Context: an optimization exercise on an open-source flow, tuned for small area. The choices shown serve that exercise and are no tape-out recipe.
At most, simulation tests tie the RTL to the original design; equivalence was not proved.
For run 4, only the layout was checked, not whether the RTL still works.
No activity file was given, so power comes from the tool's default toggle rates.

===== design/flow/run.sh =====
#!/bin/bash
# synth_recipe.tcl (not shown) runs the flow's synth.tcl, then flattens the netlist and writes it again
# the make line also repeats each setting of config.mk as NAME=value (left out here)
make -C /OpenROAD-flow-scripts/flow DESIGN_CONFIG=/design/flow/config.mk WORK_HOME=/design/flow/orfs CLKGATE_MAP_FILE= SYNTH_SCRIPT=/design/flow/synth_recipe.tcl finish

===== design/flow/config.mk =====
export PLATFORM = sky130hd
export DESIGN_NAME = icmp_echo_tx
export DESIGN_NICKNAME = icmp_echo_tx
export VERILOG_FILES = /design/flow/design.v
export SDC_FILE = /design/flow/constraint.sdc
export NUM_CORES = 4
export LEC_CHECK = 0
export CAP_MARGIN = 20
export CORE_MARGIN = 2
export CORE_UTILIZATION = 65
export CTS_BUF_LIST = sky130_fd_sc_hd__clkbuf_4 sky130_fd_sc_hd__clkbuf_8
export PLACE_DENSITY = 0.75
export SLEW_MARGIN = 20

===== design/flow/constraint.sdc =====
create_clock -name core_clock -period 8.0 [get_ports {gmii_tx_clk}]
set_input_delay 1.6000 -clock core_clock [delete_from_list [all_inputs] [get_ports {gmii_tx_clk}]]
set_output_delay 1.6000 -clock core_clock [all_outputs]
set_load 0.01 [all_outputs]

===== design/flow/design.v =====
`timescale 1ns/100ps
module csum_ring (
    input  logic       gmii_tx_clk,
    input  logic       load,
    input  logic [7:0] init_head,
    input  logic [7:0] init_tail,
    input  logic [7:0] op,
    output logic [7:0] head,
    output logic [7:0] tail
);
    logic       c;
    logic [8:0] s;
    assign s = {1'b0, head} + {1'b0, op} + {8'h00, c};
    always_ff @(posedge gmii_tx_clk) begin
        head <= load ? init_head : tail;
        tail <= load ? init_tail : s[7:0];
        c    <= load ? 1'b0 : s[8];
    end
endmodule
`timescale 1ns/100ps
module payload_fifo #(
    parameter int fifo_depth = 64     
) (
    input  logic                        gmii_tx_clk,
    input  logic                        rst,
    input  logic                        wr,
    input  logic [7:0]                  wdata,
    output logic                        full,
    input  logic                        rd,       
    output logic [7:0]                  rdata,    
    output logic                        empty
);
    localparam int aw = $clog2(fifo_depth);
    logic [8*fifo_depth-1:0] sr;
    logic [aw:0]             count;
    logic                    wr_ok;
    assign full  = count[aw];
    assign empty = count == '0;
    assign wr_ok = wr && !full;
    logic [fifo_depth-1:0] sel;
    always_comb begin
        for (int i = 0; i < fifo_depth; i++)
            sel[i] = count[aw-1:0] == i[aw-1:0];
        rdata = 8'h00;
        for (int i = 0; i < fifo_depth; i++)
            rdata = rdata | (sr[8*i +: 8] & {8{sel[i]}});
    end
    always_ff @(posedge gmii_tx_clk or posedge rst) begin
        if (rst)
            count <= '0;
        else if (wr_ok && !rd)
            count <= count + 1'b1;
        else if (!wr_ok && rd)
            count <= count - 1'b1;
    end
    always_ff @(posedge gmii_tx_clk) begin
        if (wr_ok)
            sr <= {sr[8*fifo_depth-9:0], wdata};
    end
endmodule
`timescale 1ns/100ps
module crc32_byte (
    input  logic [31:0] crc_in,
    input  logic [7:0]  x,
    output logic [31:0] crc_out
);
    logic [31:0] c;
    always_comb begin
        c = {24'h0, x};
        for (int i = 0; i < 8; i++)
            c = c[0] ? ((c >> 1) ^ 32'hedb8_8320) : (c >> 1);
        crc_out = {8'h00, crc_in[31:8]} ^ c;
    end
endmodule
`timescale 1ns/100ps
module icmp_echo_tx #(
    parameter logic [47:0] board_mac       = 48'h00_11_22_33_44_55,
    parameter logic [31:0] board_ip        = {8'd192, 8'd168, 8'd0, 8'd2},
    parameter logic [47:0] default_dst_mac = 48'hff_ff_ff_ff_ff_ff,
    parameter logic [31:0] default_dst_ip  = {8'd192, 8'd168, 8'd0, 8'd3},
    parameter int          fifo_depth      = 64
) (
    input  logic                      gmii_tx_clk,
    input  logic                      rst,
    input  logic                      tx_start,
    input  logic [15:0]               tx_byte_num,
    input  logic [47:0]               dst_mac,
    input  logic [31:0]               dst_ip,
    input  logic [15:0]               icmp_id,
    input  logic [15:0]               icmp_seq,
    input  logic [31:0]               data_sum,      
    input  logic [7:0]                payload_data,
    input  logic                      payload_wr,
    output logic                      payload_full,
    output logic                      gmii_tx_en,
    output logic [7:0]                gmii_txd,
    output logic                      busy,
    output logic                      tx_done
);
    localparam logic [6:0] t_hold = 7'd78;
    localparam logic [6:0] t_done = 7'd85;
    localparam logic [31:0] ip_const = 32'h4500 + 32'h4000 + 32'h8001 + 32'd28
                                     + {16'h0, board_ip[31:16]} + {16'h0, board_ip[15:0]};
    localparam logic [16:0] ip_fold  = {1'b0, ip_const[31:16]} + {1'b0, ip_const[15:0]};
    localparam logic [15:0] ip_init  = ip_fold[15:0] + {15'h0, ip_fold[16]};
    logic [6:0]  t;
    logic        accept;
    logic [10:0] n;             
    logic        n_nz;
    logic        fifo_rd;
    logic        fifo_empty;
    logic [7:0]  fifo_data;
    logic        rd_valid;
    logic [7:0]  tx_byte;
    logic [31:0] crc;
    logic [31:0] crc_next;
    logic [7:0]  crc_x;
    assign busy    = (t != 7'd0) && (t != t_done);
    assign tx_done = t == t_done;
    assign accept  = tx_start && !busy;
    assign gmii_tx_en = (t >= 7'd12) && (t <= 7'd83);
    assign n_nz    = n != 11'd0;
    always_ff @(posedge gmii_tx_clk or posedge rst) begin
        if (rst)
            t <= 7'd0;
        else if (accept)
            t <= 7'd1;
        else if (t == 7'd0 || t == t_done)
            t <= 7'd0;
        else if (t != t_hold || !n_nz)
            t <= t + 7'd1;
    end
    always_ff @(posedge gmii_tx_clk) begin
        if (accept)
            n <= tx_byte_num[10:0];
        else if (t >= 7'd60 && n_nz)
            n <= n - 11'd1;
    end
    logic [7:0] mac_r [6];
    logic       mac_dflt;
    always_ff @(posedge gmii_tx_clk) begin
        for (int i = 0; i < 6; i++)
            mac_r[i] <= accept ? dst_mac[8*(5-i) +: 8] : mac_r[(i+1)%6];
        if (accept)
            mac_dflt <= dst_mac == 48'd0;
    end
    logic [31:0] ip_v;
    logic [7:0]  ip_r [4];
    assign ip_v = dst_ip | ((dst_ip == 32'd0) ? default_dst_ip : 32'd0);
    always_ff @(posedge gmii_tx_clk) begin
        for (int i = 0; i < 4; i++)
            ip_r[i] <= accept ? ip_v[8*(3-i) +: 8] : ip_r[(i+1)%4];
    end
    logic [31:0] idseq_v;
    logic [7:0]  idseq_r [4];
    assign idseq_v = {icmp_id, icmp_seq};
    always_ff @(posedge gmii_tx_clk) begin
        for (int i = 0; i < 4; i++)
            idseq_r[i] <= accept ? idseq_v[8*(3-i) +: 8] : idseq_r[(i+1)%4];
    end
    logic [7:0] dsh_lo;
    logic [1:0] dsh_hi;
    always_ff @(posedge gmii_tx_clk) begin
        dsh_lo <= accept ? data_sum[23:16] : {6'd0, dsh_hi};
        dsh_hi <= accept ? data_sum[25:24] : 2'd0;
    end
    logic [7:0] id_head;
    logic [7:0] id_tail;
    logic       id_turn;
    logic       id_c;
    logic [7:0] id_sum;
    assign id_turn = (t == 7'd6) || (t == 7'd7) || (t == 7'd37) || (t == 7'd38);
    assign id_sum  = id_head + {7'd0, (t == 7'd6) || ((t == 7'd7) && id_c)};
    always_ff @(posedge gmii_tx_clk) begin
        id_c <= &id_head;
    end
    always_ff @(posedge gmii_tx_clk or posedge rst) begin
        if (rst) begin
            id_head <= 8'd0;
            id_tail <= 8'd0;
        end else if (id_turn) begin
            id_head <= id_tail;
            id_tail <= id_sum;
        end
    end
    logic [7:0] ip_op;
    logic [7:0] ip_cs;
    logic [7:0] icmp_op;
    logic [7:0] icmp_cs;
    always_comb begin
        ip_op = 8'd0;
        if (t >= 7'd1 && t <= 7'd4) ip_op = ip_r[0];
        if (t == 7'd5)              ip_op = {5'd0, n[10:8]};
        if (t == 7'd6 || t == 7'd7) ip_op = id_sum;
        if (t == 7'd8)              ip_op = n[7:0];
        icmp_op = dsh_lo;
        if (t >= 7'd4 && t <= 7'd7) icmp_op = idseq_r[1];
    end
    csum_ring u_ip_sum (
        .gmii_tx_clk (gmii_tx_clk),
        .load        (accept),
        .init_head   (ip_init[15:8]),
        .init_tail   (ip_init[7:0]),
        .op          (ip_op),
        .head        (ip_cs),
        .tail        ()
    );
    csum_ring u_icmp_sum (
        .gmii_tx_clk (gmii_tx_clk),
        .load        (accept),
        .init_head   (data_sum[7:0]),
        .init_tail   (data_sum[15:8]),
        .op          (icmp_op),
        .head        (),
        .tail        (icmp_cs)
    );
    payload_fifo #(
        .fifo_depth (fifo_depth)
    ) u_fifo (
        .gmii_tx_clk (gmii_tx_clk),
        .rst         (rst),
        .wr          (payload_wr),
        .wdata       (payload_data),
        .full        (payload_full),
        .rd          (fifo_rd),
        .rdata       (fifo_data),
        .empty       (fifo_empty)
    );
    assign fifo_rd = (t >= 7'd60) && n_nz && !fifo_empty;
    always_ff @(posedge gmii_tx_clk) begin
        rd_valid <= fifo_rd;
    end
    logic [10:0] total_len;
    assign total_len = n + 11'd28;
    always_comb begin
        tx_byte = 8'h00;
        case (t)
            7'd11, 7'd12, 7'd13, 7'd14,
            7'd15, 7'd16, 7'd17:          tx_byte = 8'h55;
            7'd18:                        tx_byte = 8'hd5;
            7'd19, 7'd20, 7'd21,
            7'd22, 7'd23, 7'd24:          tx_byte = mac_r[0] | {8{mac_dflt}};
            7'd25:                        tx_byte = board_mac[47:40];
            7'd26:                        tx_byte = board_mac[39:32];
            7'd27:                        tx_byte = board_mac[31:24];
            7'd28:                        tx_byte = board_mac[23:16];
            7'd29:                        tx_byte = board_mac[15:8];
            7'd30:                        tx_byte = board_mac[7:0];
            7'd31:                        tx_byte = 8'h08;
            7'd32:                        tx_byte = 8'h00;
            7'd33:                        tx_byte = 8'h45;
            7'd34:                        tx_byte = 8'h00;
            7'd35:                        tx_byte = {5'd0, total_len[10:8]};
            7'd36:                        tx_byte = total_len[7:0];
            7'd37, 7'd38:                 tx_byte = id_tail;
            7'd39:                        tx_byte = 8'h40;
            7'd40:                        tx_byte = 8'h00;
            7'd41:                        tx_byte = 8'h80;
            7'd42:                        tx_byte = 8'h01;
            7'd43, 7'd44:                 tx_byte = ~ip_cs;
            7'd45:                        tx_byte = board_ip[31:24];
            7'd46:                        tx_byte = board_ip[23:16];
            7'd47:                        tx_byte = board_ip[15:8];
            7'd48:                        tx_byte = board_ip[7:0];
            7'd49, 7'd50, 7'd51, 7'd52:   tx_byte = ip_r[0];
            7'd53, 7'd54:                 tx_byte = 8'h00;
            7'd55, 7'd56:                 tx_byte = ~icmp_cs;
            7'd57, 7'd58, 7'd59, 7'd60:   tx_byte = idseq_r[0];
            7'd79, 7'd80, 7'd81, 7'd82:   tx_byte = ~crc[7:0];
            default:                      tx_byte = (t >= 7'd61 && t <= 7'd78 && rd_valid) ? fifo_data : 8'h00;
        endcase
    end
    assign crc_x = (t >= 7'd79) ? 8'h00 : (crc[7:0] ^ tx_byte);
    crc32_byte u_crc (
        .crc_in  (crc),
        .x       (crc_x),
        .crc_out (crc_next)
    );
    always_ff @(posedge gmii_tx_clk) begin
        crc      <= (t < 7'd19) ? 32'hffff_ffff : crc_next;
        gmii_txd <= tx_byte;
    end
endmodule

==> impl_metrics.tcl, run 1 <==
set metrics [dict create \
    outcome "finished clean" \
    crit_path_start_kind "flip-flop" \
    dpl.hpwl_um 52400 \
    grt_pass1_vias 21900 \
    routabilityCongestion 0.944 \
    cts-root-buf "clkbuf_8" \
    p_leak_nw 13.2 \
    synthCells 2667 \
    slew_headroom 0.223 \
    syn_nets 2872 \
    cp-end-kind "output pin" \
    p_sw_mw 3.41 \
    area_delta_synth_final_pct 13.4 \
    clkTransAtPathRegs_ns 0.06 \
    cts_resized 0 \
    grt_antenna_before_repair 3 \
    fin_cells 3519 \
    fmax_mhz 180 \
    total_power_mw 10.6 \
    firstDrtPassIters 8 \
    cts_buffers 115 \
    syn_area_um2 31300 \
    io_pins 184 \
    dp_cells 3304 \
    combPwrFrac 0.185 \
    switching_share 0.321 \
    fin_ws_ns 2.45 \
    insertion_delay_ns 0.74 \
    synthFlopType "edfxtp_1" \
    critPathKind "flip-flop to output pin" \
    final_max_slew_viol_count 0 \
    synth-async-reset-ratio 0.0399 \
    skew_ns 0.0361 \
    final.period_utilization 0.694 \
    critPathArrivalTime_ns 3.95 \
    postLayoutCoreUtil 0.746 \
    synth_seq_cells 752 \
    avgSynthCellArea_um2 11.8 \
    cts_hold_buf 0 \
    synth_edf_count 524 \
    hold_class "flip-flop to flip-flop" \
    drt_iter0_drc 3126 \
    power.internal_mw 7.20 \
    clock_path_buffers 3 \
    ir_drop_uv 373 \
    max_cap_violations 0 \
    place_ws_ns 2.63 \
    power.density_nw_per_um2 298 \
    synth_cell_type_count 88 \
    tightest_slew_ns 1.17 \
    final_antenna_net_count 0 \
    clock_sink_count 752 \
    tns_ns 0 \
    cts_post_setup_buffers_inserted 0 \
    numPortBuffers 172 \
    fp.dieH_um 224 \
    drt-total-wl_um 81800 \
    p_seq_frac 0.515 \
    core-area_um2 47600 \
    clockPowerShare 0.301 \
    dieArea_um2 50000 \
    grt-ovfl-total 0 \
    fillerInstances 3212 \
    layout_commonest_cell "edfxtp_1" \
    required_ns 6.40 \
    grt_max_degree 198 \
    vias 22600 \
    cts_max_level 3 \
    fp.dieW_um 224 \
    cp_max_fo 17 \
    ys_seq_area_frac 0.652 \
    start_util 0.658 \
    yosysWarningCount 7 \
    rows 80 \
    drive_gt1_frac 0.101 \
    hold_viol 0 \
    finalSetupViolCount 0 \
    cts_tree "built" \
    grt_usage 0.326 \
    rsz0062_at_grt "no" \
    viasPerCell 6.42 \
    period_minus_slack_ns 5.55 \
    grt_pass1_wl_um 124000 \
    wl_per_cell_um 23.2 \
    layout.nets 3012 \
    post-route-drc-count 0 \
    layout_common_cells "edfxtp_1 (524), nand3_1 (483), nand2_1 (460)" \
]
==> sequential cells by signal, indices dropped and copies added, names as in the netlist <==
register / cells
u_icmp_sum.head: 8
rd_valid: 1
id_tail: 8
dsh_hi: 2
u_fifo.sr: 512
u_ip_sum.tail: 8
id_c: 1
id_head: 8
dsh_lo: 8
crc: 32
idseq_r: 32
u_ip_sum.head: 8
n: 11
u_ip_sum.c: 1
t: 7
u_icmp_sum.c: 1
u_fifo.count: 7
ip_r: 32
u_icmp_sum.tail: 8
mac_r: 48
gmii_txd: 8
mac_dflt: 1
==> final cells by class <==
class / count / area, µm² / area share
multi-input combinational: 1700 / 9880 / 0.278
sequential: 752 / 20400 / 0.575
tap: 615 / 769 / 0.0216
clock buffer: 159 / 1980 / 0.0557
clock inverter: 54 / 325 / 0.00915
timing repair buffer: 205 / 2030 / 0.0570
inverter: 33 / 126 / 0.00355
antenna: 1 / 2.50 / 0.0000704
==> kinds of logic (layout without fill, tap and decap cells) <==
| family | count (synthesis) | after routing | synth area share |
|---|---|---|---|
| AOI/OAI and AO/OA | 196 | 196 | 0.0417 |
| DFF | 752 | 752 | 0.652 |
| xor gates and xnor gates | 102 | 102 | 0.0303 |
| muxes | 30 | 30 | 0.0119 |
| and+or+nand+nor | 1338 | 1338 | 0.214 |
| buffers and inverters | 215 | 451 | 0.0348 |
| other | 0 | 1 | 0 |
| adders and majority gates | 34 | 34 | 0.0147 |
==> worst paths after layout <==
kind | startpoint | endpoint | slack, ns | cells after the start
setup / recovery | t[1]$_DFFE_PP0P_ | busy | 2.45 | 7
hold / removal | idseq_r[3][2]$_DFF_P_ | idseq_r[2][2]$_DFF_P_ | 0.41 | 2
min in group asynchronous | rst | id_head[1]$_DFFE_PP0P_ | 1.27 | 3
hold reg to reg | idseq_r[3][2]$_DFF_P_ | idseq_r[2][2]$_DFF_P_ | 0.41 | 2
max in group asynchronous | rst | id_tail[7]$_DFFE_PP0P_ | 6.39 | 3
setup reg to reg | u_fifo.count[0]$_DFFE_PP0P_ | crc[18]$_SDFF_PN1_ | 2.67 | 12
==> worst max-delay path, stage by stage, from the launching register on <==
cell	delay (ns)
dfrtp_1	0.47
inv_1	0.12
ha_1	0.64
nand2_1	0.11
nor4_1	0.80
a31o_2	0.49
inv_1	0.08
clkdlybuf4s50_1	0.49
==> synthesized netlist by cell type (4+ instances only) <==
library cell,count,area share
edfxtp_1,524,0.50
dfxtp_1,198,0.13
and2_1,18,0.0036
xor2_2,4,0.0021
and3_1,22,0.0044
buf_2,57,0.0091
a21oi_1,41,0.0065
clkbuf_1,70,0.0084
and3b_1,7,0.0020
nor2_1,57,0.0068
nor2b_1,13,0.0026
ha_1,28,0.011
and4bb_2,6,0.0024
nor3_1,17,0.0027
a21o_1,9,0.0022
and4b_1,5,0.0016
a32o_1,6,0.0019
buf_6,13,0.0047
or4_1,6,0.0014
nand3_1,483,0.077
o21bai_1,6,0.0014
nor3b_1,5,0.0012
a32oi_1,5,0.0014
o2111ai_1,4,0.0011
buf_4,31,0.0074
o22a_1,7,0.0020
inv_1,31,0.0037
nand2b_1,13,0.0026
nor4_1,51,0.010
fa_1,5,0.0032
a22oi_1,10,0.0024
o21ai_1,6,0.00096
nand2_1,461,0.055
or2_2,4,0.00080
xor2_1,37,0.010
mux2_2,22,0.0079
a31oi_1,4,0.00080
nand4_1,128,0.026
nand3b_1,8,0.0019
o211ai_1,8,0.0019
or3_1,5,0.0010
o21ai_0,55,0.0088
xnor2_1,59,0.016
dfrtp_1,30,0.024
buf_1,11,0.0013
==> power by group through the flow <==
stage / Sequential [mW] / Clock, mW / Combinational (mW)
2_1_floorplan: 5.41 / 0 / 1.33
3_3_place_gp: 5.48 / 0 / 1.86
3_5_place_dp: 5.50 / 0 / 1.90
4_1_cts: 5.43 / 3.23 / 1.90
5_1_grt: 5.51 / 3.38 / 2.07
6_report: 5.46 / 3.19 / 1.96
==> routing by layer <==
layer / share of wire / global-route usage / vias to the layer above
li1: - / - / 10100
met3: 0.12 / 0.0864 / 239
met4: 0.042 / 0.142 / 4
met2: 0.46 / 0.508 / 1393
met5: 0.00031 / 0 / -
met1: 0.38 / 0.435 / 10800
==> per-stage QoR <==
step | hold slack (ns) | cell area (µm²)
after floorplan | 0.386 | 31400
after global placement | 0.391 | 33200
after detailed placement | 0.400 | 33200
after CTS | 0.406 | 35500
after global routing | 0.427 | 35600
final | 0.408 | 35600
==> inputs of run 2 (changes only) <==
--- a/design/flow/design.v
+++ b/design/flow/design.v
@@ -37,14 +37,7 @@
     assign full  = count[aw];
     assign empty = count == '0;
     assign wr_ok = wr && !full;
-    logic [fifo_depth-1:0] sel;
-    always_comb begin
-        for (int i = 0; i < fifo_depth; i++)
-            sel[i] = count[aw-1:0] == i[aw-1:0];
-        rdata = 8'h00;
-        for (int i = 0; i < fifo_depth; i++)
-            rdata = rdata | (sr[8*i +: 8] & {8{sel[i]}});
-    end
+    assign rdata = sr[8*count[aw-1:0] +: 8];
     always_ff @(posedge gmii_tx_clk or posedge rst) begin
         if (rst)
             count <= '0;
==> design/flow/config.mk (replaced) <==
export PLATFORM = sky130hd
export DESIGN_NAME = icmp_echo_tx
export DESIGN_NICKNAME = icmp_echo_tx
export VERILOG_FILES = /design/flow/design.v
export SDC_FILE = /design/flow/constraint.sdc
export NUM_CORES = 4
export LEC_CHECK = 0
export CAP_MARGIN = 20
export CORE_MARGIN = 2
export CORE_UTILIZATION = 45
export PLACE_DENSITY = 0.6
export SLEW_MARGIN = 20
==> run 2 against run 1 <==
Highest routed layer is now met4; worst hold slack improved by 0.0021 ns; largest cell class unchanged; critical endpoint is now crc[7]$_SDFF_PN1_; combinational power rose by about 20%; synthesized cell count fell by 13%.
==> impl_metrics.tcl, run 2 <==
set metrics [dict create \
    whs_ns 0.410 \
    cp-end-kind "flip-flop" \
    critPathArrivalTime_ns 6.09 \
    post-route-drc-count 0 \
    required_ns 8.49 \
    final_antenna_net_count 0 \
    grt_pass1_wl_um 115000 \
    cts_buffers 81 \
    clock_path_buffers 3 \
    ir_drop_uv 189 \
    core-area_um2 70000 \
    cts_post_setup_buffers_inserted 0 \
    insertion_delay_ns 0.63 \
    largest_register "u_fifo.sr" \
    rsz0062_at_grt "no" \
    drive_gt1_frac 0.118 \
    dieArea_um2 72800 \
    top_regs "u_fifo.sr (512), mac_r (48)" \
    fp.dieH_um 270 \
    syn_area_um2 31800 \
    finalSetupViolCount 0 \
    outcome "finished clean" \
    start_util 0.454 \
    rows 97 \
    dpl.hpwl_um 47800 \
    final.period_utilization 0.700 \
    layout_commonest_cell "edfxtp_1" \
    ys_seq_area_frac 0.643 \
    synth_cell_type_count 106 \
    largest_reg_flops 512 \
    vias 19300 \
    cts-root-buf "clkbuf_16" \
    grt_usage 0.202 \
    fp.dieW_um 270 \
    cts_tree "built" \
    skew_ns 0.0302 \
    final_max_slew_viol_count 0 \
    grt-ovfl-total 0 \
    wl_per_cell_um 21.4 \
    p_leak_nw 13.8 \
    cts_max_level 3 \
    netlist.area_leader.share 0.495 \
    synth_edf_count 524 \
    postLayoutCoreUtil 0.527 \
    hold_viol 0 \
    cp_slowest_cell "nor4_1" \
    drt_iter0_drc 1839 \
    slowest_delay_ns 1.08 \
    grt_antenna_before_repair 1 \
    cts_resized 0 \
    yosysWarningCount 7 \
    slew_headroom 0.227 \
    synth-async-reset-ratio 0.0399 \
    syn_nets 2517 \
    synthCells 2311 \
    cts_hold_buf 0 \
    cp_max_fo 17 \
    drt-total-wl_um 74000 \
    crit_path_start_kind "flip-flop" \
    critPathKind "flip-flop to flip-flop" \
    grt_pass1_vias 19400 \
    viasPerCell 5.58 \
    grt_max_degree 168 \
    avgSynthCellArea_um2 13.8 \
    period_minus_slack_ns 5.60 \
    crit_chain "inv_1, ha_1, o32ai_1, a22oi_1, a2111oi_4, nand3_1, nor4_1, o21ai_0, a211oi_1, o21ai_2, mux2i_1, a2111o_1" \
    synthTopCellsByCount "edfxtp_1 (524), nand2_1 (471), dfxtp_1 (198)" \
    tightest_slew_ns 1.15 \
    io_pins 184 \
    synth.most_common_cell "edfxtp_1" \
    antennaDiodeCount 0 \
    clock_sink_count 752 \
    yosysTopAreaCell "edfxtp_1" \
    fmax_mhz 179 \
    firstDrtPassIters 5 \
    layout.nets 2666 \
    synth_area_leaders "edfxtp_1 (49%), dfxtp_1 (12%), mux4_2 (6.3%)" \
    clkTransAtPathRegs_ns 0.06 \
    power.density_nw_per_um2 313 \
    max_cap_violations 0 \
    synth_seq_cells 752 \
    area_delta_synth_final_pct 16.0 \
    synthFlopType "edfxtp_1" \
    numPortBuffers 172 \
    layout_common_cells "edfxtp_1 (524), nand2_1 (470), dfxtp_1 (198)" \
    routabilityCongestion 0.935 \
    hold_class "flip-flop to flip-flop" \
]
==> run 2: cell count changes after synthesis, sizes merged, moves of 24 or more <==
cell,previous run,this run
nand4,128,19
mux4,0,111
nor4,55,31
buf,112,50
nand3,483,25
mux2i,8,60
xnor2,61,36
==> run 2: report_power, final <==
part | leakage (nW) | total, mW | internal [mW] | switching, mW
clock | 1.28 | 3.71 | 2.16 | 1.56
sequential | 6.95 | 5.47 | 5.01 | 0.462
combinational | 5.53 | 2.35 | 1.12 | 1.23
==> run 2: final timing paths <==
path / from / endpoint / slack, ns / depth (start not counted)
min: u_ip_sum.tail[7]$_SDFF_PP1_ / u_ip_sum.head[7]$_SDFF_PP1_ / 0.41 / 1
max in group asynchronous: rst / u_fifo.count[0]$_DFFE_PP0P_ / 6.29 / 3
min in group asynchronous: rst / id_head[3]$_DFFE_PP0P_ / 1.38 / 3
max: t[0]$_DFFE_PP0P_ / crc[7]$_SDFF_PN1_ / 2.40 / 12
min reg2reg: u_ip_sum.tail[7]$_SDFF_PP1_ / u_ip_sum.head[7]$_SDFF_PP1_ / 0.41 / 1
max reg2reg: t[0]$_DFFE_PP0P_ / crc[7]$_SDFF_PN1_ / 2.40 / 12
==> run 2: routing by layer <==
metal  vias to the layer above  global-route usage  wire [µm]
met5                         -                   0          0
met4                         0              0.0633       2140
met3                       134              0.0341       3260
met2                       542               0.322      34900
met1                      9682               0.284      33700
li1                       8980                   -          -
==> run 2: per-stage QoR <==
stage                     instance area (µm²)  worst slack (ns)  total power, mW  instances  setup TNS, ns
final                                   36900              2.40             11.5       3464              0
after CTS                               36900              2.60             11.7       3464              0
after global placement                  34200              2.75             7.87       3317              0
after detailed placement                34200              2.64             7.93       3317              0
after floorplan                         31800             -3.43             7.32       2311        -888.74
after global routing                    36900              2.17             12.1       3464              0
==> run 2: cells by family after synthesis <==
group | synth area share
buffers and inverters | 0.0273
and+or+nand+nor | 0.115
adders and majority gates | 0.0146
DFF | 0.643
AOI/OAI and AO/OA | 0.0699
xor gates and xnor gates | 0.0257
muxes | 0.105
==> run 2: critical path: cells and delay by family (launching register included) <==
| kind | cells | cell delay [ns] |
|---|---|---|
| adders and majority gates | 1 | 0.49 |
| and+or+nand+nor | 2 | 1.50 |
| AOI/OAI and AO/OA | 7 | 2.63 |
| buffers and inverters | 1 | 0.11 |
| muxes | 1 | 0.19 |
| DFF | 1 | 0.54 |
==> run 2: cell type report <==
| type | instances | area, µm² |
|---|---|---|
| clock buffer | 101 | 2190 |
| clock inverter | 46 | 454 |
| fill | 5841 | 33200 |
| inverter | 39 | 149 |
| multi-input combinational | 1391 | 10500 |
| sequential | 752 | 20500 |
| tap | 940 | 1180 |
| timing repair buffer | 195 | 1930 |
==> inputs of run 3 (changes only) <==
--- a/design/flow/design.v
+++ b/design/flow/design.v
@@ -37,7 +37,14 @@
     assign full  = count[aw];
     assign empty = count == '0;
     assign wr_ok = wr && !full;
-    assign rdata = sr[8*count[aw-1:0] +: 8];
+    logic [fifo_depth-1:0] sel;
+    always_comb begin
+        for (int i = 0; i < fifo_depth; i++)
+            sel[i] = count[aw-1:0] == i[aw-1:0];
+        rdata = 8'h00;
+        for (int i = 0; i < fifo_depth; i++)
+            rdata = rdata | (sr[8*i +: 8] & {8{sel[i]}});
+    end
     always_ff @(posedge gmii_tx_clk or posedge rst) begin
         if (rst)
             count <= '0;
==> design/flow/flow/run.sh (new file) <==
#!/bin/bash
# Own layout flow: the standard flow (standard.sh) with three changes:
#  - synthesis maps the logic with an area-oriented ABC script (flow/abc_area.script)
#    in place of ORFS's speed script; everything else in synthesis is unchanged
#  - the port buffers are buf_1 cells instead of clkdlybuf4s50_1
#  - clock tree synthesis inserts no dummy loads
# Each tool's output goes to the ORFS logs under orfs/logs; make's own output to flow_make.log.
set -euo pipefail
cd "$(dirname "$0")/.."
W=$PWD
rm -rf "$W/scripts_mod"
cp -r "$FLOW_HOME/scripts" "$W/scripts_mod"
cp "$W/flow/abc_area.script" "$W/scripts_mod/abc_speed.script"
export SCRIPTS_DIR="$W/scripts_mod"
export BUFFER_PORTS_ARGS="-buffer_cell sky130_fd_sc_hd__buf_1"
export CTS_ARGS="-sink_clustering_enable -repair_clock_nets -dont_use_dummy_load"
bash "$W/standard.sh" > "$W/flow_make.log" 2>&1
==> design/flow/flow/abc_area.script (new file) <==
&get -n
&st
&syn2
&dch -f
&nf -a -R 1000
&st
&syn2
&dch -f
&nf -a -R 1000
&put
topo
stime -c
==> design/flow/standard.sh (new file) <==
#!/bin/bash
# synth_recipe.tcl (not shown) runs the flow's synth.tcl, then flattens the netlist and writes it again
# the make line also repeats each setting of config.mk as NAME=value (left out here)
make -C /OpenROAD-flow-scripts/flow DESIGN_CONFIG=/design/flow/config.mk WORK_HOME=/design/flow/orfs CLKGATE_MAP_FILE= SYNTH_SCRIPT=/design/flow/synth_recipe.tcl "${@:-finish}"
removed: design/flow/run.sh
==> run 3 against run 2 <==
Global-route usage increased by 7.1 points; still clean; critical endpoint is now crc[25]$_SDFF_PN1_; sequential share of layout area increased by 6.7 points; clock power decreased by 16%; largest power group unchanged; first-iteration DRC count increased by 76%; non-clock buffer count increased by 45; largest cell class unchanged; synthesized cell count decreased by 7.5%; core utilization decreased by 0.38 points; maximum frequency decreased by 8.5%; count of clock-buffer cells in the layout decreased by 22; synthesized area decreased by 10%.
==> impl_metrics.tcl, run 3 <==
set metrics [dict create \
    final_area_um2 32900 \
    synth_cell_type_count 52 \
    syn_area_um2 28500 \
    drive_gt1_frac 0.0725 \
    numPortBuffers 172 \
    cts-root-buf "clkbuf_16" \
    final_antenna_net_count 0 \
    synthCells 2137 \
    hold_class "flip-flop to flip-flop" \
    critPathArrivalTime_ns 6.59 \
    top_regs "u_fifo.sr (512), mac_r (48)" \
    final.period_utilization 0.764 \
    cp-end-kind "flip-flop" \
    yosysWarningCount 7 \
    whs_ns 0.405 \
    ys_seq_area_frac 0.716 \
    synth_seq_cells 752 \
    grt_usage 0.273 \
    ir_drop_uv 220 \
    viasPerCell 6.19 \
    synth_area_leaders "edfxtp_1 (55%), dfxtp_1 (14%), nor2_1 (6.2%)" \
    wl_per_cell_um 27.5 \
    post-route-drc-count 0 \
    slew_headroom 0.163 \
    clock_sink_count 752 \
    clkTransAtPathRegs_ns 0.05 \
    drt-total-wl_um 91000 \
    tightest_slew_ns 1.25 \
    firstDrtPassIters 8 \
    cts_hold_buf 0 \
    required_ns 8.48 \
    fp.dieW_um 256 \
    p_leak_nw 11.6 \
    start_util 0.454 \
    grt_antenna_before_repair 5 \
    layout.nets 2663 \
    dieArea_um2 65500 \
    cts_max_level 3 \
    largest_reg_flops 512 \
    total_power_mw 9.72 \
    cts_post_setup_buffers_inserted 0 \
    hold_start "u_ip_sum.tail[6]$_SDFF_PP1_" \
    synth.most_common_cell "edfxtp_1" \
    cp-startpoint "u_fifo.count[1]$_DFFE_PP0P_" \
    io_pins 184 \
    topRoutingLayerUsed "met5" \
    met2WireLength_um 40400 \
    clock_path_buffers 3 \
    grt_max_degree 194 \
    routed-wl-met3_um 11300 \
    critPathKind "flip-flop to flip-flop" \
    hold_viol 0 \
    finalSetupViolCount 0 \
    grt_pass1_wl_um 130000 \
    cp_max_fo 17 \
    max_cap_violations 0 \
    area_delta_synth_final_pct 15.1 \
    grt-ovfl-total 0 \
    cts_resized 0 \
    period_minus_slack_ns 6.12 \
    synth_edf_count 524 \
    cts_tree "built" \
    vias 20400 \
    skew_ns 0.0442 \
    yosysTopAreaCell "edfxtp_1" \
    insertion_delay_ns 0.63 \
    wl_met1_um 35100 \
    cts_buffers 79 \
    power.density_nw_per_um2 296 \
    syn_nets 2342 \
    grt_pass1_vias 19600 \
    crit_path_start_kind "flip-flop" \
    dpl.hpwl_um 61600 \
    routabilityCongestion 0.951 \
    synthTopCellsByCount "edfxtp_1 (524), nor2_1 (474), dfxtp_1 (198)" \
    core-area_um2 62900 \
    final_max_slew_viol_count 0 \
    avgSynthCellArea_um2 13.4 \
    dpl_cell_area_um2 30900 \
    netlist.area_leader.share 0.551 \
    fp.dieH_um 256 \
    worstReg2RegStart "u_fifo.count[1]$_DFFE_PP0P_" \
    synth-async-reset-ratio 0.0399 \
    synthFlopType "edfxtp_1" \
    largest_register "u_fifo.sr" \
    layout_commonest_cell "edfxtp_1" \
    fmax_mhz 164 \
    rsz0062_at_grt "no" \
    rows 92 \
    layout_common_cells "edfxtp_1 (524), nor2_1 (452), dfxtp_1 (198)" \
    outcome "finished clean" \
    drt_iter0_drc 3239 \
]
## run 3: cell count changes in the layout (fill, tap and decap cells not counted), moves of 60 or more
| cell | previous run | this run |
|---|---|---|
| mux4_2 | 89 | 0 |
| nor2_1 | 72 | 452 |
| mux2i_1 | 60 | 0 |
| clkdlybuf4s50_1 | 172 | 0 |
| nand2_1 | 470 | 138 |
| a22oi_1 | 30 | 114 |
| buf_1 | 0 | 172 |
| a222oi_1 | 1 | 70 |
## run 3: final cells by class
cell class                      instances  area [µm²]
Clock buffer                           79        1980
Timing Repair Buffer                  240        1170
Fill cell                            5503       30000
Sequential cell                       752       20400
Tap cell                              846        1060
Multi-Input combinational cell       1357        8090
Antenna cell                            2        5.00
Inverter                               28         109
## run 3: kinds of logic (layout without fill, tap and decap cells)
logic type	after synthesis	in the layout	share of synthesized area
adder cells (fa/ha/maj)	33	33	0.0158
buffers and inverters	28	347	0.00368
other	0	2	0
AND/OR/NAND/NOR	820	820	0.124
multiplexers	19	19	0.00750
AO/OA/AOI/OAI	394	394	0.104
XOR/XNOR	91	91	0.0279
flip-flops	752	752	0.716
## run 3: per-stage QoR
| step | setup TNS (ns) | utilization | worst slack (ns) | cells |
|---|---|---|---|---|
| CTS | 0 | 0.523 | 1.77 | 3302 |
| finish | 0 | 0.523 | 1.88 | 3304 |
| detailed placement | 0 | 0.491 | 1.78 | 3223 |
| global route | 0 | 0.523 | 1.38 | 3302 |
| floorplan | -889.16 | - | -3.50 | 2137 |
| global placement | 0 | 0.491 | 1.94 | 3223 |
## run 3: critical path: stages (launching register included)
cell      delay (ns)
dfrtp_1         0.49
or2_0           0.87
nor2_1          0.46
buf_4           0.32
a222oi_1        0.39
nand3_1         0.12
nor4_1          0.37
nand2_1         0.09
o21ai_0         0.74
o211ai_1        0.49
o21ai_1         0.72
xor2_1          0.45
xnor2_1         0.25
xnor2_1         0.16
nand2_1         0.06
## run 3: worst paths after layout
kind	to	slack, ns	cells past startpoint
setup / recovery	crc[25]$_SDFF_PN1_	1.88	14
hold / removal	u_ip_sum.head[6]$_SDFF_PP1_	0.41	1
setup reg to reg	crc[25]$_SDFF_PN1_	1.88	14
hold reg to reg	u_ip_sum.head[6]$_SDFF_PP1_	0.41	1
max in group asynchronous	t[5]$_DFFE_PP0P_	6.61	3
min in group asynchronous	id_head[4]$_DFFE_PP0P_	1.05	3
## run 3: per-layer routing
metal,vias to the layer above,track usage
li1,8790,-
met1,9952,0.368
met4,2,0.110
met3,275,0.0821
met5,-,0
met2,1420,0.414
## run 3: power breakdown
part           internal, mW  leakage (nW)  switching [mW]
clock network          1.73         0.974            1.37
registers              5.02          6.96           0.396
logic                 0.312          3.64           0.892
total                  7.06          11.6            2.66
==> inputs of run 4 (changes only) <==
--- a/design/flow/design.v
+++ b/design/flow/design.v
@@ -141,8 +141,12 @@
     always_ff @(posedge gmii_tx_clk) begin
         for (int i = 0; i < 6; i++)
             mac_r[i] <= accept ? dst_mac[8*(5-i) +: 8] : mac_r[(i+1)%6];
+    end
+    always_ff @(posedge gmii_tx_clk) begin
         if (accept)
-            mac_dflt <= dst_mac == 48'd0;
+            mac_dflt <= 1'b1;
+        else if (t >= 7'd1 && t <= 7'd6 && mac_r[0] != 8'h00)
+            mac_dflt <= 1'b0;
     end
     logic [31:0] ip_v;
     logic [7:0]  ip_r [4];
@@ -270,14 +274,18 @@
             default:                      tx_byte = (t >= 7'd61 && t <= 7'd78 && rd_valid) ? fifo_data : 8'h00;
         endcase
     end
-    assign crc_x = (t >= 7'd79) ? 8'h00 : (crc[7:0] ^ tx_byte);
+    logic crc_on;
+    logic crc_inv;
+    assign crc_on  = (t >= 7'd19) && (t <= 7'd78);
+    assign crc_inv = (t >= 7'd19) && (t <= 7'd22);
+    assign crc_x   = crc_on ? (crc[7:0] ^ tx_byte ^ {8{crc_inv}}) : 8'h00;
     crc32_byte u_crc (
         .crc_in  (crc),
         .x       (crc_x),
         .crc_out (crc_next)
     );
     always_ff @(posedge gmii_tx_clk) begin
-        crc      <= (t < 7'd19) ? 32'hffff_ffff : crc_next;
+        crc      <= crc_next;
         gmii_txd <= tx_byte;
     end
 endmodule
==> design/flow/flow/run.sh (replaced) <==
#!/bin/bash
# Own layout flow: the standard flow (standard.sh) with three changes:
#  - synthesis maps the logic with an area-oriented ABC script (flow/abc_area.script)
#    in place of ORFS's speed script; everything else in synthesis is unchanged
#  - the port buffers are buf_1 cells instead of clkdlybuf4s50_1
#  - clock tree synthesis uses larger sink clusters and inserts no dummy loads
# The tools' logs are ORFS's, under orfs/logs; make's own output goes to flow_make.log.
set -euo pipefail
cd "$(dirname "$0")/.."
W=$PWD
rm -rf "$W/scripts_mod"
cp -r "$FLOW_HOME/scripts" "$W/scripts_mod"
cp "$W/flow/abc_area.script" "$W/scripts_mod/abc_speed.script"
export SCRIPTS_DIR="$W/scripts_mod"
export BUFFER_PORTS_ARGS="-buffer_cell sky130_fd_sc_hd__buf_1"
export CTS_ARGS="-sink_clustering_enable -repair_clock_nets -dont_use_dummy_load -sink_clustering_size 16 -sink_clustering_max_diameter 60 -buf_list {sky130_fd_sc_hd__clkbuf_4 sky130_fd_sc_hd__clkbuf_8}"
bash "$W/standard.sh" > "$W/flow_make.log" 2>&1
--- a/design/flow/config.mk
+++ b/design/flow/config.mk
@@ -7,6 +7,6 @@
 export LEC_CHECK = 0
 export CAP_MARGIN = 20
 export CORE_MARGIN = 2
-export CORE_UTILIZATION = 45
-export PLACE_DENSITY = 0.6
+export CORE_UTILIZATION = 55
+export PLACE_DENSITY = 0.65
 export SLEW_MARGIN = 20
==> run 4 against run 3 <==
First-iteration DRC count up 4.3%; die area fell by 18%; count of clock-buffer cells in the layout decreased by 25; combinational power up 8%.
==> impl_metrics.tcl, run 4 <==
set metrics [dict create \
    firstDrtPassIters 10 \
    synth-async-reset-ratio 0.0399 \
    area_delta_synth_final_pct 10.1 \
    postLayoutCoreUtil 0.612 \
    tightest_slew_ns 1.16 \
    crit_buf_inv 0 \
    drt-total-wl_um 86100 \
    cts_post_setup_buffers_inserted 0 \
    hold_viol 0 \
    cp_slowest_cell "nor4_1" \
    rows 83 \
    grt_max_degree 195 \
    drt_iter0_drc 3379 \
    cp_max_fo 16 \
    wl_per_cell_um 27.8 \
    clkTransAtPathRegs_ns 0.10 \
    avgSynthCellArea_um2 13.4 \
    final_antenna_net_count 0 \
    clock_path_buffers 3 \
    crit_chain "nand2b_1, nor2_2, a22o_1, a221oi_1, nand3_1, nor4_1, a21oi_1, or4_1, xnor2_1, nor2_1, xnor2_1, xnor2_1, xor2_1" \
    critPathKind "flip-flop to flip-flop" \
    final.period_utilization 0.707 \
    fp.dieW_um 231 \
    vias 19800 \
    hold_start "u_fifo.sr[379]$_DFFE_PP_" \
    whs_path_depth 0 \
    post-route-drc-count 0 \
    p_leak_nw 11.0 \
    synthFlopType "edfxtp_1" \
    final_max_slew_viol_count 0 \
    top_regs "u_fifo.sr (512), mac_r (48)" \
    max_cap_violations 0 \
    slew_headroom 0.225 \
    yosysTopAreaCell "edfxtp_1" \
    synthTopCellsByCount "edfxtp_1 (523), nor2_1 (469), dfxtp_1 (199)" \
    grt_usage 0.320 \
    grt_pass1_vias 19000 \
    largest_register "u_fifo.sr" \
    fp.dieH_um 231 \
    period_minus_slack_ns 5.66 \
    path_delay_family "simple AND/OR/NAND/NOR gates" \
    clock_sink_count 752 \
    syn_area_um2 28500 \
    ir_drop_uv 210 \
    total_power_mw 8.47 \
    cts_hold_buf 0 \
    synth.most_common_cell "edfxtp_1" \
    netlist.area_leader.share 0.552 \
    fmax_mhz 177 \
    dpl.hpwl_um 58300 \
    r2r_cells 13 \
    synthCells 2117 \
    viasPerCell 6.40 \
    cp-end-kind "flip-flop" \
    outcome "finished clean" \
    synth_area_leaders "edfxtp_1 (55%), dfxtp_1 (14%), nor2_1 (6.2%)" \
    dieArea_um2 53600 \
    whs_ns 0.394 \
    syn_nets 2322 \
    layout_commonest_cell "edfxtp_1" \
    io_pins 184 \
    layout_common_cells "edfxtp_1 (523), nor2_1 (453), dfxtp_1 (199)" \
    cts_resized 0 \
    largest_reg_flops 512 \
    cts_tree "built" \
    finalSetupViolCount 0 \
    rsz0062_at_grt "no" \
    synth_cell_type_count 53 \
    insertion_delay_ns 0.74 \
    start_util 0.556 \
    synth_edf_count 523 \
    holdPathEnd "u_fifo.sr[387]$_DFFE_PP_" \
    critPathArrivalTime_ns 6.20 \
    grt_pass1_wl_um 124000 \
    cts_max_level 2 \
    cts-root-buf "clkbuf_8" \
    synth_seq_cells 752 \
    worstReg2RegStart "u_fifo.count[0]$_DFFE_PP0P_" \
    timing.rr.end "crc[27]$_DFF_P_" \
    crit_path_start_kind "flip-flop" \
    slowest_delay_ns 0.89 \
    path_common_cell "xnor2_1" \
    layout.nets 2622 \
    core-area_um2 51200 \
    grt-ovfl-total 0 \
    skew_ns 0.0907 \
    hold_class "flip-flop to flip-flop" \
    drive_gt1_frac 0.0613 \
    required_ns 8.54 \
    yosysWarningCount 7 \
    ys_seq_area_frac 0.718 \
    cts_buffers 54 \
    routabilityCongestion 0.952 \
    numPortBuffers 172 \
    power.density_nw_per_um2 270 \
    grt_antenna_before_repair 1 \
    r2r_slack_ns 2.34 \
]
run 4: cell count changes in the layout (fill, tap and decap cells not counted), sizes merged, moves of 18 or more:
cell / delta
a222oi: +18
a22oi: -60
clkbuf: -25
nand3: +24
nand4: -25
xnor2: +23
run 4: area by class of cell:
| class | instances | area (µm²) |
|---|---|---|
| antenna | 1 | 2.50 |
| fill | 4038 | 19900 |
| tap | 680 | 851 |
| timing repair buffer | 244 | 1210 |
| clock buffer | 54 | 743 |
| inverter | 28 | 106 |
| multi-input combinational | 1337 | 7980 |
| sequential | 752 | 20400 |
run 4: worst max path at each step:
stage,start,endpoint,slack [ns],depth (start not counted)
after floorplan,payload_wr,u_fifo.count[6]$_DFFE_PP0P_,-3.50,12
after global placement,u_fifo.count[0]$_DFFE_PP0P_,crc[27]$_DFF_P_,2.35,13
after detailed placement,u_fifo.count[0]$_DFFE_PP0P_,crc[21]$_DFF_P_,2.27,13
after CTS,u_fifo.count[0]$_DFFE_PP0P_,crc[21]$_DFF_P_,2.25,13
after global routing,t[2]$_DFFE_PP0P_,crc[23]$_DFF_P_,2.08,20
final,u_fifo.count[0]$_DFFE_PP0P_,crc[27]$_DFF_P_,2.34,13
run 4: cell families after synthesis:
| group | after synthesis | share of synthesized area |
|---|---|---|
| multiplexers | 20 | 0.00787 |
| buffers and inverters | 28 | 0.00369 |
| XOR/XNOR | 106 | 0.0326 |
| AND/OR/NAND/NOR | 802 | 0.121 |
| adder cells (fa/ha/maj) | 33 | 0.0158 |
| flip-flops | 752 | 0.718 |
| AO/OA/AOI/OAI | 376 | 0.101 |
run 4: routing by layer:
metal | routed length (µm) | vias to the layer above | global-route usage | share of wire
met1 | 31100 | 9490 | 0.410 | 0.36
met2 | 38900 | 1381 | 0.496 | 0.45
li1 | - | 8637 | - | -
met5 | 14 | - | 0 | 0.00016
met3 | 10300 | 308 | 0.0843 | 0.12
met4 | 5820 | 2 | 0.180 | 0.068
run 4: metrics by stage:
stage               setup TNS [ns]  instance area, µm²  instances  setup slack [ns]
global placement                 0               30600       3041              2.35
floorplan                  -889.16               28500       2117             -3.50
global route                     0               31300       3095              2.08
detailed placement               0               30600       3041              2.27
finish                           0               31300       3096              2.34
CTS                              0               31300       3095              2.25
run 4: where the power goes:
group          internal, mW  total [mW]  switching [mW]
Clock                 0.604        1.77            1.16
Combinational         0.352        1.29           0.937
Sequential             5.01        5.41           0.405
==> inputs of run 5 (changes only) <==
--- a/design/flow/design.v
+++ b/design/flow/design.v
@@ -9,12 +9,19 @@
     output logic [7:0] tail
 );
     logic       c;
-    logic [8:0] s;
-    assign s = {1'b0, head} + {1'b0, op} + {8'h00, c};
+    logic [7:0] s;
+    logic [8:0] k;
+    always_comb begin
+        k[0] = c;
+        for (int i = 0; i < 8; i++) begin
+            s[i]   = head[i] ^ op[i] ^ k[i];
+            k[i+1] = (head[i] & op[i]) | (head[i] & k[i]) | (op[i] & k[i]);
+        end
+    end
     always_ff @(posedge gmii_tx_clk) begin
         head <= load ? init_head : tail;
-        tail <= load ? init_tail : s[7:0];
-        c    <= load ? 1'b0 : s[8];
+        tail <= load ? init_tail : s;
+        c    <= load ? 1'b0 : k[8];
     end
 endmodule
 `timescale 1ns/100ps
@@ -45,13 +52,20 @@
         for (int i = 0; i < fifo_depth; i++)
             rdata = rdata | (sr[8*i +: 8] & {8{sel[i]}});
     end
+    logic [aw:0] count_next;
+    always_comb begin
+        logic k;
+        k = wr_ok ^ rd;
+        for (int i = 0; i <= aw; i++) begin
+            count_next[i] = count[i] ^ k;
+            k             = k & (count[i] ^ rd);
+        end
+    end
     always_ff @(posedge gmii_tx_clk or posedge rst) begin
         if (rst)
             count <= '0;
-        else if (wr_ok && !rd)
-            count <= count + 1'b1;
-        else if (!wr_ok && rd)
-            count <= count - 1'b1;
+        else
+            count <= count_next;
     end
     always_ff @(posedge gmii_tx_clk) begin
         if (wr_ok)
@@ -120,6 +134,21 @@
     assign accept  = tx_start && !busy;
     assign gmii_tx_en = (t >= 7'd12) && (t <= 7'd83);
     assign n_nz    = n != 11'd0;
+    logic [6:0]  t_inc;
+    logic [10:0] n_dec;
+    always_comb begin
+        logic k;
+        k = 1'b1;
+        for (int i = 0; i < 7; i++) begin
+            t_inc[i] = t[i] ^ k;
+            k        = k & t[i];
+        end
+        k = 1'b1;
+        for (int i = 0; i < 11; i++) begin
+            n_dec[i] = n[i] ^ k;
+            k        = k & !n[i];
+        end
+    end
     always_ff @(posedge gmii_tx_clk or posedge rst) begin
         if (rst)
             t <= 7'd0;
@@ -128,13 +157,13 @@
         else if (t == 7'd0 || t == t_done)
             t <= 7'd0;
         else if (t != t_hold || !n_nz)
-            t <= t + 7'd1;
+            t <= t_inc;
     end
     always_ff @(posedge gmii_tx_clk) begin
         if (accept)
             n <= tx_byte_num[10:0];
         else if (t >= 7'd60 && n_nz)
-            n <= n - 11'd1;
+            n <= n_dec;
     end
     logic [7:0] mac_r [6];
     logic       mac_dflt;
@@ -174,7 +203,14 @@
     logic       id_c;
     logic [7:0] id_sum;
     assign id_turn = (t == 7'd6) || (t == 7'd7) || (t == 7'd37) || (t == 7'd38);
-    assign id_sum  = id_head + {7'd0, (t == 7'd6) || ((t == 7'd7) && id_c)};
+    always_comb begin
+        logic k;
+        k = (t == 7'd6) || ((t == 7'd7) && id_c);
+        for (int i = 0; i < 8; i++) begin
+            id_sum[i] = id_head[i] ^ k;
+            k         = k & id_head[i];
+        end
+    end
     always_ff @(posedge gmii_tx_clk) begin
         id_c <= &id_head;
     end
@@ -234,8 +270,16 @@
     always_ff @(posedge gmii_tx_clk) begin
         rd_valid <= fifo_rd;
     end
+    localparam logic [10:0] tl_add = 11'd28;
     logic [10:0] total_len;
-    assign total_len = n + 11'd28;
+    always_comb begin
+        logic k;
+        k = 1'b0;
+        for (int i = 0; i < 11; i++) begin
+            total_len[i] = n[i] ^ tl_add[i] ^ k;
+            k            = (n[i] & tl_add[i]) | (n[i] & k) | (tl_add[i] & k);
+        end
+    end
     always_comb begin
         tx_byte = 8'h00;
         case (t)
--- a/design/flow/flow/run.sh
+++ b/design/flow/flow/run.sh
@@ -13,5 +13,5 @@
 cp "$W/flow/abc_area.script" "$W/scripts_mod/abc_speed.script"
 export SCRIPTS_DIR="$W/scripts_mod"
 export BUFFER_PORTS_ARGS="-buffer_cell sky130_fd_sc_hd__buf_1"
-export CTS_ARGS="-sink_clustering_enable -repair_clock_nets -dont_use_dummy_load -sink_clustering_size 16 -sink_clustering_max_diameter 60 -buf_list {sky130_fd_sc_hd__clkbuf_4 sky130_fd_sc_hd__clkbuf_8}"
+export CTS_ARGS="-sink_clustering_enable -repair_clock_nets -dont_use_dummy_load -sink_clustering_size 14 -sink_clustering_max_diameter 60 -buf_list {sky130_fd_sc_hd__clkbuf_4 sky130_fd_sc_hd__clkbuf_8}"
 bash "$W/standard.sh" > "$W/flow_make.log" 2>&1
==> design/flow/flow/abc_area.script (replaced) <==
strash
dc2
dch -f
amap -F 4 -A 4
topo
stime -c
==> design/flow/config.mk (replaced) <==
export PLATFORM = sky130hd
export DESIGN_NAME = icmp_echo_tx
export DESIGN_NICKNAME = icmp_echo_tx
export VERILOG_FILES = /design/flow/design.v
export SDC_FILE = /design/flow/constraint.sdc
export NUM_CORES = 4
export LEC_CHECK = 0
export CAP_MARGIN = 10
export CORE_MARGIN = 2
export CORE_UTILIZATION = 62
export PLACE_DENSITY = 0.72
export SLEW_MARGIN = 10
==> run 5 against run 4 <==
The layout now fails its checks (capacitance limit, slew limit); die area decreased by 13%; global-route usage increased by 3.0 points; count of clock-buffer cells in the layout increased by 7; worst hold slack got worse by 0.010 ns.
==> impl_metrics.tcl, run 5 <==
set metrics [dict create \
    period_minus_slack_ns 6.24 \
    drive_gt1_frac 0.0653 \
    start_util 0.631 \
    synth_edf_count 523 \
    wl_per_cell_um 29.0 \
    p_seq_frac 0.687 \
    cts_resized 0 \
    combPwrFrac 0.006 \
    firstDrtPassIters 10 \
    top_regs "u_fifo.sr (512), mac_r (48)" \
    final_max_slew_viol_count 9 \
    final_antenna_net_count 0 \
    fp.dieW_um 216 \
    numPortBuffers 172 \
    cts_post_setup_buffers_inserted 0 \
    drt_iter0_drc 4303 \
    dieArea_um2 46800 \
    post-route-drc-count 0 \
    hold_class "flip-flop to flip-flop" \
    synthFlopType "edfxtp_1" \
    netlist.area_leader.share 0.562 \
    dpl.hpwl_um 56900 \
    cts-root-buf "clkbuf_8" \
    final.period_utilization 0.780 \
    fmax_mhz 160 \
    max_cap_violations 1 \
    critPathKind "flip-flop to flip-flop" \
    fp.dieH_um 216 \
    slew_headroom -0.00901 \
    grt_usage 0.350 \
    grt-ovfl-total 0 \
    cts_hold_buf 0 \
    synth.most_common_cell "edfxtp_1" \
    tightest_slew_ns 1.51 \
    failed_checks "capacitance limit, slew limit" \
    grt_pass1_vias 18300 \
    clockPowerShare 0.307 \
    cts_tree "built" \
    grt_max_degree 198 \
    vias 19500 \
    clkTransAtPathRegs_ns 0.09 \
    routabilityCongestion 1.02 \
    clock_path_buffers 3 \
    tns_ns 0 \
    synth_cell_type_count 43 \
    cp-end-kind "flip-flop" \
    postLayoutCoreUtil 0.695 \
    insertion_delay_ns 0.72 \
    p_leak_nw 10.0 \
    p_sw_mw 1.18 \
    synth_area_leaders "edfxtp_1 (56%), dfxtp_1 (14%), a22o_1 (4.0%)" \
    largest_reg_flops 512 \
    grt_antenna_before_repair 1 \
    power.density_nw_per_um2 194 \
    power.internal_mw 4.80 \
    largest_register "u_fifo.sr" \
    syn_area_um2 28000 \
    switching_share 0.197 \
    layout.nets 2457 \
    io_pins 184 \
    crit_path_start_kind "flip-flop" \
    clock_sink_count 752 \
    skew_ns 0.0809 \
    layout_commonest_cell "edfxtp_1" \
    required_ns 8.60 \
    ir_drop_uv 160 \
    ys_seq_area_frac 0.731 \
    core-area_um2 44300 \
    synthTopCellsByCount "edfxtp_1 (523), dfxtp_1 (199), nor2_1 (183)" \
    synthCells 1929 \
    avgSynthCellArea_um2 14.5 \
    multi_input_area_um2 7120 \
    hold_viol 0 \
    layout_common_cells "edfxtp_1 (523), dfxtp_1 (199), nor2_1 (174)" \
    cts_buffers 61 \
    fillerInstances 3180 \
    cp_max_fo 10 \
    outcome "finished with violations" \
    area_delta_synth_final_pct 10.2 \
    drt-total-wl_um 82100 \
    grt_pass1_wl_um 119000 \
    viasPerCell 6.88 \
    rows 77 \
    finalSetupViolCount 0 \
    rsz0062_at_grt "no" \
    cts_max_level 2 \
    regArea_um2 20400 \
    critPathArrivalTime_ns 6.84 \
    yosysWarningCount 7 \
    synth_seq_cells 752 \
    yosysTopAreaCell "edfxtp_1" \
    synth-async-reset-ratio 0.0399 \
    syn_nets 2149 \
]
==> run 5: metrics by stage <==
stage	power [mW]	worst slack [ns]	cells	hold slack, ns	instance area [µm²]
finish	5.98	1.76	2830	0.384	30800
global route	6.13	1.24	2828	0.421	30800
CTS	6.00	1.82	2826	0.407	30800
detailed placement	4.23	1.84	2765	0.415	29900
global placement	4.23	1.86	2765	0.399	29900
floorplan	4.20	0.909	1929	0.394	28000
==> run 5: path summary, 6_finish.rpt <==
kind / startpoint / cells after the start / to / slack, ns
setup / recovery: t[4]$_DFFE_PP0P_ / 20 / u_ip_sum.tail[7]$_SDFF_PP1_ / 1.76
hold / removal: u_fifo.sr[17]$_DFFE_PP_ / 0 / u_fifo.sr[25]$_DFFE_PP_ / 0.38
setup reg to reg: t[4]$_DFFE_PP0P_ / 20 / u_ip_sum.tail[7]$_SDFF_PP1_ / 1.76
hold reg to reg: u_fifo.sr[17]$_DFFE_PP_ / 0 / u_fifo.sr[25]$_DFFE_PP_ / 0.38
max in group asynchronous: rst / 3 / id_tail[0]$_DFFE_PP0P_ / 6.67
min in group asynchronous: rst / 3 / u_fifo.count[3]$_DFF_PP0_ / 0.97
==> run 5: cell families (layout without fill, tap and decap cells) <==
group                    count (synthesis)  after routing  share of synthesized area
flip-flops                             752            752                      0.731
AO/OA/AOI/OAI                          561            561                      0.154
buffers and inverters                  112            418                     0.0150
other                                    0              3                          0
AND/OR/NAND/NOR                        456            456                     0.0738
adder cells (fa/ha/maj)                 48             48                     0.0258
==> run 5: worst max-delay path, stage by stage (launching register included) <==
cell	delay (ns)
dfrtp_1	0.49
nor2_1	0.18
nand2_1	0.18
nor2_1	0.27
clkinv_1	0.18
nor3_1	0.44
nor2_1	0.23
nor2_1	0.15
ha_1	0.25
nor2_1	0.15
o22ai_1	0.11
fa_1	0.39
fa_1	0.44
fa_1	0.44
fa_1	0.45
fa_1	0.46
fa_1	0.45
fa_1	0.41
clkinv_1	0.07
fa_1	0.40
nand2_1	0.06
==> run 5: cell type report <==
class	count	area share
inverter	112	0.0146
timing repair buffer	245	0.0387
sequential	752	0.664
multi-input combinational	1065	0.231
tap	592	0.0241
antenna	3	0.000244
clock buffer	61	0.0273
==> run 5: routing by layer <==
layer,share of wire,vias to the layer above,global-route usage
li1,-,8366,-
met1,0.39,9461,0.516
met2,0.42,1420,0.489
met3,0.15,229,0.116
met4,0.040,0,0.125
met5,0,-,0
==> run 5: power groups by stage <==
stage / clock network, mW / registers, mW / logic (mW)
3_5_place_dp: 0 / 4.19 / 0.0380
5_1_grt: 1.98 / 4.10 / 0.0429
4_1_cts: 1.86 / 4.10 / 0.0382
6_report: 1.84 / 4.10 / 0.0381
2_1_floorplan: 0 / 4.19 / 0.00438
3_3_place_gp: 0 / 4.19 / 0.0371
==> inputs of run 6 (changes only) <==
==> design/flow/config.mk (replaced) <==
export PLATFORM = sky130hd
export DESIGN_NAME = icmp_echo_tx
export DESIGN_NICKNAME = icmp_echo_tx
export VERILOG_FILES = /design/flow/design.v
export SDC_FILE = /design/flow/constraint.sdc
export NUM_CORES = 4
export LEC_CHECK = 0
export CAP_MARGIN = 20
export CORE_MARGIN = 2
export CORE_UTILIZATION = 55
export PLACE_DENSITY = 0.65
export SLEW_MARGIN = 20
==> run 6 against run 5 <==
Now clean on timing, DRC and antenna; die area grew 12%; cell count increased by 3.0%; cell area increased by 0.59%; worst hold slack improved by 0.035 ns; clock skew fell by 0.0060 ns; core utilization down 7.7 points; critical path type unchanged; critical endpoint unchanged; largest power group unchanged; highest routed layer unchanged.
==> impl_metrics.tcl, run 6 <==
set metrics [dict create \
    dieArea_um2 52600 \
    crit_path_start_kind "flip-flop" \
    synth_area_leaders "edfxtp_1 (56%), dfxtp_1 (14%), a22o_1 (4.0%)" \
    cts_tree "built" \
    finalSetupViolCount 0 \
    ys_seq_area_frac 0.731 \
    crit_buf_inv 2 \
    cp_max_fo 10 \
    cp_slowest_cell "dfrtp_1" \
    path_common_cell "fa_1" \
    cts-root-buf "clkbuf_8" \
    yosysWarningCount 7 \
    dpl.hpwl_um 57600 \
    routabilityCongestion 0.981 \
    p_seq_frac 0.676 \
    viasPerCell 6.61 \
    tightest_slew_ns 1.21 \
    synth_seq_cells 752 \
    crit_chain "nor2_1, nand2_1, nor2_1, clkinv_1, nor3_1, nor2_1, nor2_1, ha_1, nor2_1, o22ai_1, fa_1, fa_1, fa_1, fa_1, fa_1, fa_1, fa_1, clkinv_1, fa_1, nand2_1" \
    cts_buffers 66 \
    io_pins 184 \
    drive_gt1_frac 0.0678 \
    post-route-drc-count 0 \
    final_max_slew_viol_count 0 \
    switching_share 0.198 \
    fp.dieW_um 229 \
    synth_cell_type_count 43 \
    wl_per_cell_um 28.5 \
    yosysTopAreaCell "edfxtp_1" \
    final_antenna_net_count 0 \
    postLayoutCoreUtil 0.617 \
    layout_commonest_cell "edfxtp_1" \
    critPathKind "flip-flop to flip-flop" \
    vias 19300 \
    rsz0062_at_grt "no" \
    skew_ns 0.0749 \
    synthTopCellsByCount "edfxtp_1 (523), dfxtp_1 (199), nor2_1 (183)" \
    largest_reg_flops 512 \
    fmax_mhz 160 \
    core-area_um2 50200 \
    syn_area_um2 28000 \
    netlist.area_leader.share 0.562 \
    critPathArrivalTime_ns 6.82 \
    rows 82 \
    grt-ovfl-total 0 \
    synthCells 1929 \
    grt_antenna_before_repair 0 \
    power.density_nw_per_um2 196 \
    cts_hold_buf 0 \
    clockPowerShare 0.317 \
    grt_max_degree 218 \
    start_util 0.557 \
    synth-async-reset-ratio 0.0399 \
    firstDrtPassIters 9 \
    fp.dieH_um 229 \
    top_regs "u_fifo.sr (512), mac_r (48)" \
    whs_ns 0.419 \
    cts_post_setup_buffers_inserted 0 \
    numPortBuffers 172 \
    required_ns 8.58 \
    cp-end-kind "flip-flop" \
    antennaDiodeCount 0 \
    power.internal_mw 4.86 \
    final.period_utilization 0.780 \
    clock_path_buffers 3 \
    hold_class "flip-flop to flip-flop" \
    synth.most_common_cell "edfxtp_1" \
    hold_viol 0 \
    layout.nets 2465 \
    p_sw_mw 1.20 \
    syn_nets 2149 \
    combPwrFrac 0.006 \
    slowest_delay_ns 0.50 \
    max_cap_violations 0 \
    path_delay_family "adder cells" \
    grt_usage 0.314 \
    cts_resized 0 \
    synth_edf_count 523 \
    avgSynthCellArea_um2 14.5 \
    p_leak_nw 10.1 \
    period_minus_slack_ns 6.24 \
    insertion_delay_ns 0.67 \
    grt_pass1_wl_um 120000 \
    largest_register "u_fifo.sr" \
    grt_pass1_vias 18100 \
    layout_common_cells "edfxtp_1 (523), dfxtp_1 (199), nor2_1 (177)" \
    clock_sink_count 752 \
    slew_headroom 0.188 \
    tns_ns 0 \
    drt-total-wl_um 83200 \
    cts_max_level 3 \
    ir_drop_uv 144 \
    outcome "finished clean" \
    synthFlopType "edfxtp_1" \
    clkTransAtPathRegs_ns 0.09 \
    area_delta_synth_final_pct 10.8 \
    drt_iter0_drc 3226 \
]
-- run 6: changes by cell type in the layout (fill, tap and decap cells not counted), sizes merged --
cell    change
clkbuf      +5
clkinv      -1
inv         +1
buf         +3
diode       -3
-- run 6: through the flow --
| stage | power (mW) | area [µm²] | cells | setup slack, ns |
|---|---|---|---|---|
| 4_1_cts | 6.11 | 31000 | 2915 | 1.81 |
| 5_1_grt | 6.25 | 31000 | 2915 | 1.09 |
| 6_report | 6.07 | 31000 | 2915 | 1.76 |
| 2_1_floorplan | 4.20 | 28000 | 1929 | 0.909 |
| 3_5_place_dp | 4.23 | 30100 | 2849 | 1.88 |
| 3_3_place_gp | 4.23 | 30100 | 2849 | 1.93 |
-- run 6: area by class of cell --
cell class,instances,area [µm²]
flip-flops and latches,752,20400
multi-input cells,1065,7120
well taps,672,841
clock buffers,66,908
fillers,3920,19200
inverters,112,449
repair buffers,248,1220
-- run 6: kinds of logic after synthesis --
logic type                 count (synthesis)  share of synthesized area
and+or+nand+nor                          456                     0.0738
adders and majority gates                 48                     0.0258
DFF                                      752                      0.731
buffers and inverters                    112                     0.0150
AOI/OAI and AO/OA                        561                      0.154
-- run 6: routing by layer --
metal | track usage | routed length [µm] | up-vias | part of all wire
met2 | 0.455 | 36000 | 1203 | 0.43
met5 | 0 | 0 | - | 0
met4 | 0.112 | 3230 | 0 | 0.039
li1 | - | - | 8380 | -
met3 | 0.100 | 10700 | 179 | 0.13
met1 | 0.448 | 33200 | 9513 | 0.40
-- run 6: worst reg2reg max path: cells and delay by family (launching register included) --
family | cells | cell delay [ns]
compound gates | 1 | 0.13
buf+inv | 2 | 0.23
fa+ha+maj | 9 | 3.66
simple gates | 8 | 1.62
flops | 1 | 0.50
-- run 6: power groups by stage --
stage          Sequential [mW]  Clock (mW)  Combinational (mW)
6_report                  4.10        1.93              0.0382
5_1_grt                   4.10        2.10              0.0425
4_1_cts                   4.10        1.97              0.0385
3_5_place_dp              4.19           0              0.0382
3_3_place_gp              4.19           0              0.0373
2_1_floorplan             4.19           0             0.00438
-- run 6: worst paths after layout --
kind,start,end,slack (ns),depth (start not counted)
max,t[4]$_DFFE_PP0P_,u_ip_sum.tail[7]$_SDFF_PP1_,1.76,20
max in group asynchronous,rst,t[6]$_DFFE_PP0P_,6.47,2
min reg2reg,crc[9]$_DFF_P_,crc[1]$_DFF_P_,0.42,1
max reg2reg,t[4]$_DFFE_PP0P_,u_ip_sum.tail[7]$_SDFF_PP1_,1.76,20
min in group asynchronous,rst,u_fifo.count[2]$_DFF_PP0_,1.01,2
min,crc[9]$_DFF_P_,crc[1]$_DFF_P_,0.42,1

==> port drivers added, routing unchanged <==
How much do the figures lean on ideal ports? The routed layouts below were timed once more, with nothing changed but the port constraints. Step 1 sets driving cells, clkbuf_16 on the clock port and buf_2 on the other inputs (assumed; they add their load-dependent delay and slew). Step 2 moves the port delays by t, midway between the first and last clock arrival at a register: inputs arrive t later, outputs are due t later. That takes back most of the time a late clock gives input paths. a / b / c = ideal / step 1 / step 2; a / b = the first two.
| run | t, ns | setup WS [ns] | worst setup path at the end | latest minus earliest clock arrival (ns) | cell pins on the clock port's net |
|---|---|---|---|---|---|
| run 1 | 0.786 | 2.450 / 2.390 / 2.673 | register to register | 0.047 / 0.048 | 1 |
| run 2 | 0.674 | 2.403 / 2.403 / 2.403 | register to register | 0.030 / 0.030 | 1 |
| run 3 | 0.669 | 1.884 / 1.884 / 1.884 | register to register | 0.047 / 0.047 | 1 |
| run 4 | 0.744 | 2.344 / 2.344 / 2.344 | register to register | 0.099 / 0.100 | 1 |
| run 5 | 0.732 | 1.764 / 1.764 / 1.764 | register to register | 0.121 / 0.120 | 1 |
| run 6 | 0.698 | 1.758 / 1.758 / 1.758 | register to register | 0.088 / 0.088 | 1 |
